Context: an optimization exercise on an open-source flow, tuned for small area and a short achievable clock period. The choices shown serve that exercise and are no tape-out recipe.
RTL that was checked went through simulation tests only; none was proved equivalent to the original.
Power is estimated from default activity; no workload was simulated.

== v6 ==
==> flow/design.v (excerpt) <==
module pcie_cfg_top (
    input  logic          clk_pcie,
    input  logic          rst,
    input  logic          i_cmd_valid,
    input  logic [63:0]   i_cmd,
    output logic          o_cmd_ready,
    output logic          o_rsp_valid,
    output logic [31:0]   o_rsp,
    input  logic          i_rsp_ready,
    output logic [49:0]   o_mgmt,
    input  logic [32:0]   i_mgmt,
    input  logic [47:0]   i_status,
    output logic [15:0]   o_pcie_id
);
    logic [159:0] rw_q;
    logic         rd_en_q;
    logic         mwr_en_q;
    logic         res_v;
    logic [31:0]  res;
    logic [9:0]   res_addr;
    logic [3:0]   res_be;
    logic [31:0]  cl_cnt;
    logic         done;
    logic         busy;
    logic         launch;
    logic         timer_run;
    logic         auto_wr;
    logic [1:0]   mgmt_en;
    logic [44:0]  cmd_in;
    logic [44:0]  hd;
    logic         hd_v;
    logic [44:0]  cring [15];
  ...
Size in the first run: ~250 I/O pins, roughly 63,000 um2 of cells after synthesis.
Settings: LEC_CHECK=0, ABC_CLOCK_PERIOD_IN_PS=3000, CAP_MARGIN=20, CORE_MARGIN=2, CORE_UTILIZATION=40, CTS_CLUSTER_DIAMETER=100, CTS_CLUSTER_SIZE=25, SETUP_SLACK_MARGIN=3.8, SLEW_MARGIN=20; clock period 7.0 ns.
run.sh (not shown) runs the stock make flow with config.mk's settings and CLKGATE_MAP_FILE= SYNTH_SCRIPT=/design/flow/synth_recipe.tcl, a recipe that flattens the netlist after the stock synthesis.
Modified inputs, v7 compared to v6
--- a/flow/design.v
+++ b/flow/design.v
@@ -203,55 +203,46 @@
         res_be, res_v, 1'b0, res_addr,
         16'h0000,
         i_status[15:0],
         i_status[31:16],
         i_status[34:32], i_status[39:35], i_status[47:40],
         32'd24,
         14'h0000, mgmt_en,
         cfg_pkg::RO_MAGIC
     };
-    logic [7:0]   rwb [34];
-    logic [7:0]   rob [34];
+    logic [23:0]  rsel_rw;
+    logic [23:0]  rsel_ro;
     always_comb
     begin
-        for (int k = 0; k < 34; k++)
+        for (int k = 0; k < 24; k++)
         begin
-            rwb[k] = (k < 20) ? rw_q[8*(k % 20) +: 8] : 8'h00;
-            rob[k] = (k < 24) ? ro[8*(k % 24) +: 8] : 8'h00;
+            rsel_rw[k] = hd_rw_ok & (hd_addr[4:0] == 5'(k)) & (k < 20);
+            rsel_ro[k] = hd_ro_ok & (hd_addr[4:0] == 5'(k));
         end
-    end
-    logic [7:0]   xe_rw, xo_rw, xn_rw, xe_ro, xo_ro, xn_ro;
-    logic [7:0]   rwe [16], rwo [16], rwn [16], roe [16], roo [16], ron [16];
-    logic [7:0]   l_rw, l_ro, h_rw, h_ro;
-    always_comb
-    begin
-        for (int j = 0; j < 16; j++)
+        rd_lo = 8'h00;
+        rd_hi = 8'h00;
+        for (int k = 0; k < 24; k++)
         begin
-            rwe[j] = rwb[2*j];
-            rwo[j] = rwb[2*j+1];
-            rwn[j] = rwb[2*j+2];
-            roe[j] = rob[2*j];
-            roo[j] = rob[2*j+1];
-            ron[j] = rob[2*j+2];
+            if (k < 20)
+            begin
+                rd_lo = rd_lo | (rw_q[8*(k % 20) +: 8] & {8{rsel_rw[k]}});
+            end
+            if (k < 19)
+            begin
+                rd_hi = rd_hi | (rw_q[8*((k + 1) % 20) +: 8] & {8{rsel_rw[k]}});
+            end
+            rd_lo = rd_lo | (ro[8*k +: 8] & {8{rsel_ro[k]}});
+            if (k < 23)
+            begin
+                rd_hi = rd_hi | (ro[8*((k + 1) % 24) +: 8] & {8{rsel_ro[k]}});
+            end
         end
     end
-    assign xe_rw = rwe[hd_addr[4:1]];
-    assign xo_rw = rwo[hd_addr[4:1]];
-    assign xn_rw = rwn[hd_addr[4:1]];
-    assign xe_ro = roe[hd_addr[4:1]];
-    assign xo_ro = roo[hd_addr[4:1]];
-    assign xn_ro = ron[hd_addr[4:1]];
-    assign l_rw = hd_addr[0] ? xo_rw : xe_rw;
-    assign h_rw = hd_addr[0] ? xn_rw : xo_rw;
-    assign l_ro = hd_addr[0] ? xo_ro : xe_ro;
-    assign h_ro = hd_addr[0] ? xn_ro : xo_ro;
-    assign rd_lo = ({8{hd_rw_ok}} & l_rw) | ({8{hd_ro_ok}} & l_ro);
-    assign rd_hi = ({8{hd_rw_ok}} & h_rw) | ({8{hd_ro_ok}} & h_ro);
     assign rsp_word = {hd_addr, rd_lo, rd_hi};
     logic [31:0]  rhd;
     logic         rhd_v;
     logic [31:0]  rring [15];
     logic [14:0]  r_rp;
     logic [14:0]  r_wp;
     logic [31:0]  r_rd;
     logic [3:0]   r_rc;
     logic         rsp_push_q;
--- outcome ---
- Both conditions hold for v7: the flow ran to the end and the final layout passed the timing, DRC and antenna checks.
- v6 was carried through to the last stage, and its layout satisfied the timing, DRC and antenna checks.
- Comparing v6 and v7, the higher total iterations of the first detailed-routing run is on v6.
- [v7] total placed instance area rose 0.86% relative to v6
- v7 ends up with higher fraction of standard cell area in multi-input logic than v6 does.
- | clock transition time at the flip-flop clock pins of the worst setup and hold paths | v7 vs v6 | ≈ equal |
- Max synthesized cell count across v6 and v7: v7
- v7 vs v6, depth of the worst register-to-register path went down by 1.
- Cmp v6 and v7 / layout buffer count excluding clock buffers / lower: v6
- Looking at v6 and v7, the timing-limited maximum frequency is a wash.
- Combinational fraction of design power is higher on v6
No functional check of the RTL was part of any run of this note.

v12:
Another version of the RTL of pcie_cfg_top (not shown whole).
Size in the first run: ~1500 flip-flops, roughly 250 I/O pins, roughly 63000 um^2 of cells after synthesis.
==> flow/config.mk <==
export PLATFORM = sky130hd
export DESIGN_NAME = pcie_cfg_top
export DESIGN_NICKNAME = pcie_cfg_top
export VERILOG_FILES = /design/flow/design.v
export SDC_FILE = /design/flow/constraint.sdc
export NUM_CORES = 4
export LEC_CHECK = 0
export ABC_CLOCK_PERIOD_IN_PS = 3000
export CAP_MARGIN = 20
export CORE_MARGIN = 2
export CORE_UTILIZATION = 40
export CTS_CLUSTER_DIAMETER = 100
export CTS_CLUSTER_SIZE = 25
export SETUP_SLACK_MARGIN = 3.8
export SLEW_MARGIN = 20
==> flow/constraint.sdc <==
create_clock -name core_clock -period 7.0 [get_ports {clk_pcie}]
set_input_delay 1.4000 -clock core_clock [delete_from_list [all_inputs] [get_ports {clk_pcie}]]
set_output_delay 1.4000 -clock core_clock [all_outputs]
set_load 0.01 [all_outputs]
standard.sh (not shown) runs the stock make flow with config.mk's settings and CLKGATE_MAP_FILE= SYNTH_SCRIPT=/design/flow/synth_recipe.tcl, a recipe that flattens the netlist after the stock synthesis.
==> flow/flow/run.sh <==
#!/bin/bash
# Standard layout, with the port buffers made from the smallest plain buffer instead of
# ORFS's default choice. Everything else is the standard flow (standard.sh).
set -euo pipefail
export BUFFER_PORTS_ARGS="-buffer_cell sky130_fd_sc_hd__buf_1"
bash standard.sh > standard_flow.log 2>&1
v12: no failed stages, no open violations at the end
[inputs] v28 vs v12
--- a/flow/design.v
+++ b/flow/design.v
@@ -129,25 +129,25 @@
     assign hd_addr = hd[17:2];
     assign hd_typ  = hd[1:0];
     assign c_full      = hd_v & (c_rc == 4'd15);
     assign o_cmd_ready = ~c_full;
     assign c_push      = i_cmd_valid & ~c_full;
     assign c_rne       = (c_rc != 4'd0);
     assign pop    = hd_v & ~rsp_hold & ~(rw_q[18] & busy);
     assign cmd_rd = pop & hd_typ[0];
     assign cmd_wr = pop & hd_typ[1] & hd_addr[15];
     assign hfree       = ~hd_v | (pop & ~(hd_typ[1] & hd_addr[15]));
     assign c_take      = hfree & c_rne;
     assign c_push_ring = c_push & ~(hfree & ~c_rne);
-    assign hd_d = c_rne ? c_rd : cmd_in;
+    assign hd_d = c_rd | (cmd_in & {45{~c_rne}});
     always_comb
     begin
         for (int i = 0; i < 15; i++)
         begin
             c_rp[i] = (c_rp_q == 4'(i));
             c_wp[i] = (c_wp_q == 4'(i));
             r_rp[i] = (r_rp_q == 4'(i));
             r_wp[i] = (r_wp_q == 4'(i));
         end
     end
     always_ff @(posedge clk_pcie)
     begin
@@ -161,25 +161,25 @@
         begin
             if (c_wp[i] & ((c_rc != 4'd15) | wr_en_q))
             begin
                 cring[i] <= cmd_in;
             end
         end
     end
     always_comb
     begin
         c_rd = '0;
         for (int i = 0; i < 15; i++)
         begin
-            c_rd = c_rd | (cring[i] & {45{c_rp[i]}});
+            c_rd = c_rd | (cring[i] & {45{c_rp[i] & c_rne}});
         end
     end
     always_ff @(posedge clk_pcie)
     begin
         if (rst)
         begin
             hd_v    <= 1'b0;
             c_rp_q  <= 4'd0;
             c_wp_q  <= 4'd0;
             c_rc    <= '0;
             wr_en_q <= 1'b0;
         end
@@ -324,37 +324,41 @@
             begin
                 r_rc <= r_rc + 4'd1;
             end
             else if (r_take & ~cmd_rd)
             begin
                 r_rc <= r_rc - 4'd1;
             end
         end
     end
     logic         wr_small;
     logic [159:0] rw_wr;
     assign wr_small = hd_rw_ok;
+    logic [15:0]  s1;
+    logic [15:0]  s0;
+    assign s1 = hd_msk & hd_val;
+    assign s0 = hd_msk & ~hd_val;
     always_comb
     begin
         logic       lo_hit;
         logic       hi_hit;
-        logic [7:0] bm;
-        logic [7:0] bv;
         for (int k = 0; k < 20; k++)
         begin
             lo_hit = wr_en_q & wr_small & (hd_addr[4:0] == 5'(k));
             hi_hit = wr_en_q & wr_small & (k > 0) & (hd_addr[4:0] == 5'((k + 31) % 32));
-            bm = lo_hit ? hd_msk[15:8] : (hi_hit ? hd_msk[7:0] : 8'h00);
-            bv = lo_hit ? hd_val[15:8] : hd_val[7:0];
-            rw_wr[8*k +: 8] = (rw_q[8*k +: 8] & ~bm) | (bv & bm);
+            for (int b = 0; b < 8; b++)
+            begin
+                rw_wr[8*k+b] = (lo_hit & s1[8+b]) | (hi_hit & s1[b]) |
+                               (rw_q[8*k+b] & ~(lo_hit & s0[8+b]) & ~(hi_hit & s0[b]));
+            end
         end
     end
     always_ff @(posedge clk_pcie)
     begin
         if (rst)
         begin
             rw_q <= cfg_pkg::RW_RESET;
         end
         else
         begin
             rw_q <= rw_wr;
             if (launch)
Results
v28 was carried through to the last stage, and its layout satisfied the timing, DRC and antenna checks. Cmp v12 and v28 / non-filler instance count after layout / higher: v12. Summary of v28 over v12: post-route worst setup slack saw a decrease, cell count after synthesis went down, number of setup buffers added after CTS saw an increase, via count down 0.60%.

== before ==
Another version of the RTL of pcie_cfg_top (not shown whole).
Size in the first run: roughly 69000 um^2 of cells after synthesis.
## pcie_cfg_top
module pcie_cfg_top (
    input  logic          clk_pcie,
    input  logic          rst,
    input  logic          i_cmd_valid,
    input  logic [63:0]   i_cmd,
    output logic          o_cmd_ready,
    output logic          o_rsp_valid,
    output logic [31:0]   o_rsp,
    input  logic          i_rsp_ready,
    output logic [49:0]   o_mgmt,
    input  logic [32:0]   i_mgmt,
    input  logic [47:0]   i_status,
    output logic [15:0]   o_pcie_id
);
export LEC_CHECK = 0
export ABC_CLOCK_PERIOD_IN_PS = 3000
export CAP_MARGIN = 20
export CORE_MARGIN = 2
export CORE_UTILIZATION = 40
export SETUP_SLACK_MARGIN = 3.8
export SLEW_MARGIN = 20
create_clock -name core_clock -period 7.0 [get_ports {clk_pcie}]
run.sh (not shown) runs the stock make flow with config.mk's settings and CLKGATE_MAP_FILE= SYNTH_SCRIPT=/design/flow/synth_recipe.tcl, a recipe that flattens the netlist after the stock synthesis.
Stock flow here: none of the scripts above is used.
Modified inputs, after compared to before
diff --git a/flow/design.v b/flow/design.v
--- a/flow/design.v
+++ b/flow/design.v
@@ -44,16 +44,17 @@
     logic         timer_run;
     logic         auto_wr;
     logic [1:0]   mgmt_en;
     logic [49:0]  cmd_in;
     logic [49:0]  hd;
     logic         hd_v;
     logic [49:0]  cring [15];
-    logic [3:0]   c_rp;
-    logic [3:0]   c_wp;
+    logic [14:0]  c_rp;
+    logic [14:0]  c_wp;
+    logic [49:0]  c_rd;
     logic [3:0]   c_rc;
     logic         wr_en_q;
     logic [15:0]  hd_val;
     logic [15:0]  hd_msk;
     logic [15:0]  hd_addr;
     logic [1:0]   hd_typ;
     logic         c_full;
@@ -81,42 +82,53 @@
     assign hfree       = ~hd_v | (pop & ~(hd_typ[1] & hd_addr[15]));
     assign c_take      = hfree & c_rne;
     assign c_push_ring = c_push & ~(hfree & ~c_rne);
     always_ff @(posedge clk_pcie)
     begin
         if (hfree)
         begin
-            hd <= c_rne ? cring[c_rp] : cmd_in;
+            hd <= c_rne ? c_rd : cmd_in;
         end
-        if ((c_rc != 4'd15) | wr_en_q)
+        for (int i = 0; i < 15; i++)
         begin
-            cring[c_wp] <= cmd_in;
+            if (c_wp[i] & ((c_rc != 4'd15) | wr_en_q))
+            begin
+                cring[i] <= cmd_in;
+            end
+        end
+    end
+    always_comb
+    begin
+        c_rd = '0;
+        for (int i = 0; i < 15; i++)
+        begin
+            c_rd = c_rd | (cring[i] & {50{c_rp[i]}});
         end
     end
     always_ff @(posedge clk_pcie)
     begin
         if (rst)
         begin
             hd_v    <= 1'b0;
-            c_rp    <= '0;
-            c_wp    <= '0;
+            c_rp    <= 15'd1;
+            c_wp    <= 15'd1;
             c_rc    <= '0;
             wr_en_q <= 1'b0;
         end
         else
         begin
             hd_v    <= hfree ? (c_rne | c_push) : ~pop;
             wr_en_q <= cmd_wr;
             if (c_take)
             begin
-                c_rp <= (c_rp == 4'd14) ? 4'd0 : c_rp + 4'd1;
+                c_rp <= {c_rp[13:0], c_rp[14]};
             end
             if (c_push_ring)
             begin
-                c_wp <= (c_wp == 4'd14) ? 4'd0 : c_wp + 4'd1;
+                c_wp <= {c_wp[13:0], c_wp[14]};
             end
             if (c_push_ring & ~c_take)
             begin
                 c_rc <= c_rc + 4'd1;
             end
             else if (c_take & ~c_push_ring)
             begin
@@ -163,57 +175,69 @@
     assign o_hi     = {1'b0, hd_addr[4:0]} + 6'd1;
     assign rd_lo    = rd_small ? rd_b[hd_addr[4:0]] : 8'h00;
     assign rd_hi    = (rd_small & ~o_hi[5]) ? rd_b[o_hi[4:0]] : 8'h00;
     assign rsp_word = {hd_addr, rd_lo, rd_hi};
     logic [31:0]  rhd;
     logic         rhd_v;
     logic [31:0]  rring [15];
-    logic [3:0]   r_rp;
-    logic [3:0]   r_wp;
+    logic [14:0]  r_rp;
+    logic [14:0]  r_wp;
+    logic [31:0]  r_rd;
     logic [3:0]   r_rc;
     logic         rsp_push_q;
     logic         rfree;
     logic         r_take;
     assign rsp_hold = (r_rc == 4'd15) | ((r_rc == 4'd14) & rhd_v & ~rsp_push_q);
     assign rfree    = ~rhd_v | i_rsp_ready;
     assign r_take   = rfree & (r_rc != 4'd0);
     assign o_rsp       = rhd;
     assign o_rsp_valid = rhd_v;
     always_ff @(posedge clk_pcie)
     begin
         if (r_take)
         begin
-            rhd <= rring[r_rp];
+            rhd <= r_rd;
         end
-        if (r_rc != 4'd15)
+        for (int i = 0; i < 15; i++)
+        begin
+            if (r_wp[i] & (r_rc != 4'd15))
+            begin
+                rring[i] <= rsp_word;
+            end
+        end
+    end
+    always_comb
+    begin
+        r_rd = '0;
+        for (int i = 0; i < 15; i++)
         begin
-            rring[r_wp] <= rsp_word;
+            r_rd = r_rd | (rring[i] & {32{r_rp[i]}});
         end
     end
     always_ff @(posedge clk_pcie)
     begin
         if (rst)
         begin
             rhd_v      <= 1'b0;
-            r_rp       <= '0;
-            r_wp       <= '0;
+            r_rp       <= 15'd1;
+            r_wp       <= 15'd1;
             r_rc       <= '0;
             rsp_push_q <= 1'b0;
         end
         else
         begin
             rsp_push_q <= cmd_rd;
             rhd_v      <= rfree ? (r_rc != 4'd0) : 1'b1;
             if (r_take)
             begin
-                r_rp <= (r_rp == 4'd14) ? 4'd0 : r_rp + 4'd1;
+                r_rp <= {r_rp[13:0], r_rp[14]};
             end
             if (cmd_rd)
             begin
-                r_wp <= (r_wp == 4'd14) ? 4'd0 : r_wp + 4'd1;
+                r_wp <= {r_wp[13:0], r_wp[14]};
             end
             if (cmd_rd & ~r_take)
             begin
                 r_rc <= r_rc + 4'd1;
             end
             else if (r_take & ~cmd_rd)
             begin
[summary]
- Compared with before, count of clock-buffer cells in the layout in after increased by a few percent.
- Delta (after minus before): number of gates resized after CTS now larger; number of DRC markers in iteration 0 now larger; post-placement cell area now smaller; antenna cell count now larger; pin count of the biggest net entering global routing now larger.
- Maximum single-stage delay on the critical path for after: 0.07 ns up relative to before
- Compared with before, after shows average size of a mapped cell that has gone down by a little under 10%.
- Comparing before and after, the higher worst setup slack after layout is on before.
Only the layout flow was run in after; the RTL was not checked for function there.

[afterwards: timing with drivers on the ports]
No port has a modelled driver above. Below, the same layouts with a new extraction and two added sets of constraints.
Step 1 (the two cells are an assumption about what drives the block):
set clk [get_ports {clk_pcie}]
set_driving_cell -lib_cell sky130_fd_sc_hd__clkbuf_16 $clk
set_driving_cell -lib_cell sky130_fd_sc_hd__buf_2 [delete_from_list [all_inputs] $clk]
Step 2, shift: input delay + t, output delay - t, t = (earliest + latest rising clock arrival at the registers) / 2. This alone moves slack from input paths to output paths.
Slacks: ideal ports / drivers / drivers and shift; pairs: ideal ports / drivers.
run | shift t [ns] | slack for setup (ns) | slew at the worst register clock pin (ns)
v6 | 0.795 | 3.764 / 3.754 / 3.175 | 0.11 / 0.11
v7 | 0.793 | 3.755 / 3.747 / 3.186 | 0.12 / 0.12
v12 | 0.778 | 3.787 / 3.760 / 3.180 | 0.12 / 0.12
v28 | 0.770 | 3.766 / 3.744 / 3.223 | 0.11 / 0.11
before | 0.897 | 3.741 / 3.738 / 3.062 | 0.06 / 0.06
after | 0.873 | 3.667 / 3.667 / 3.026 | 0.07 / 0.07
After both steps setup and hold are still met in every run listed. For before, which loses most, drivers alone change the setup slack by -0.003 ns; drivers and shift together by -0.679 ns.
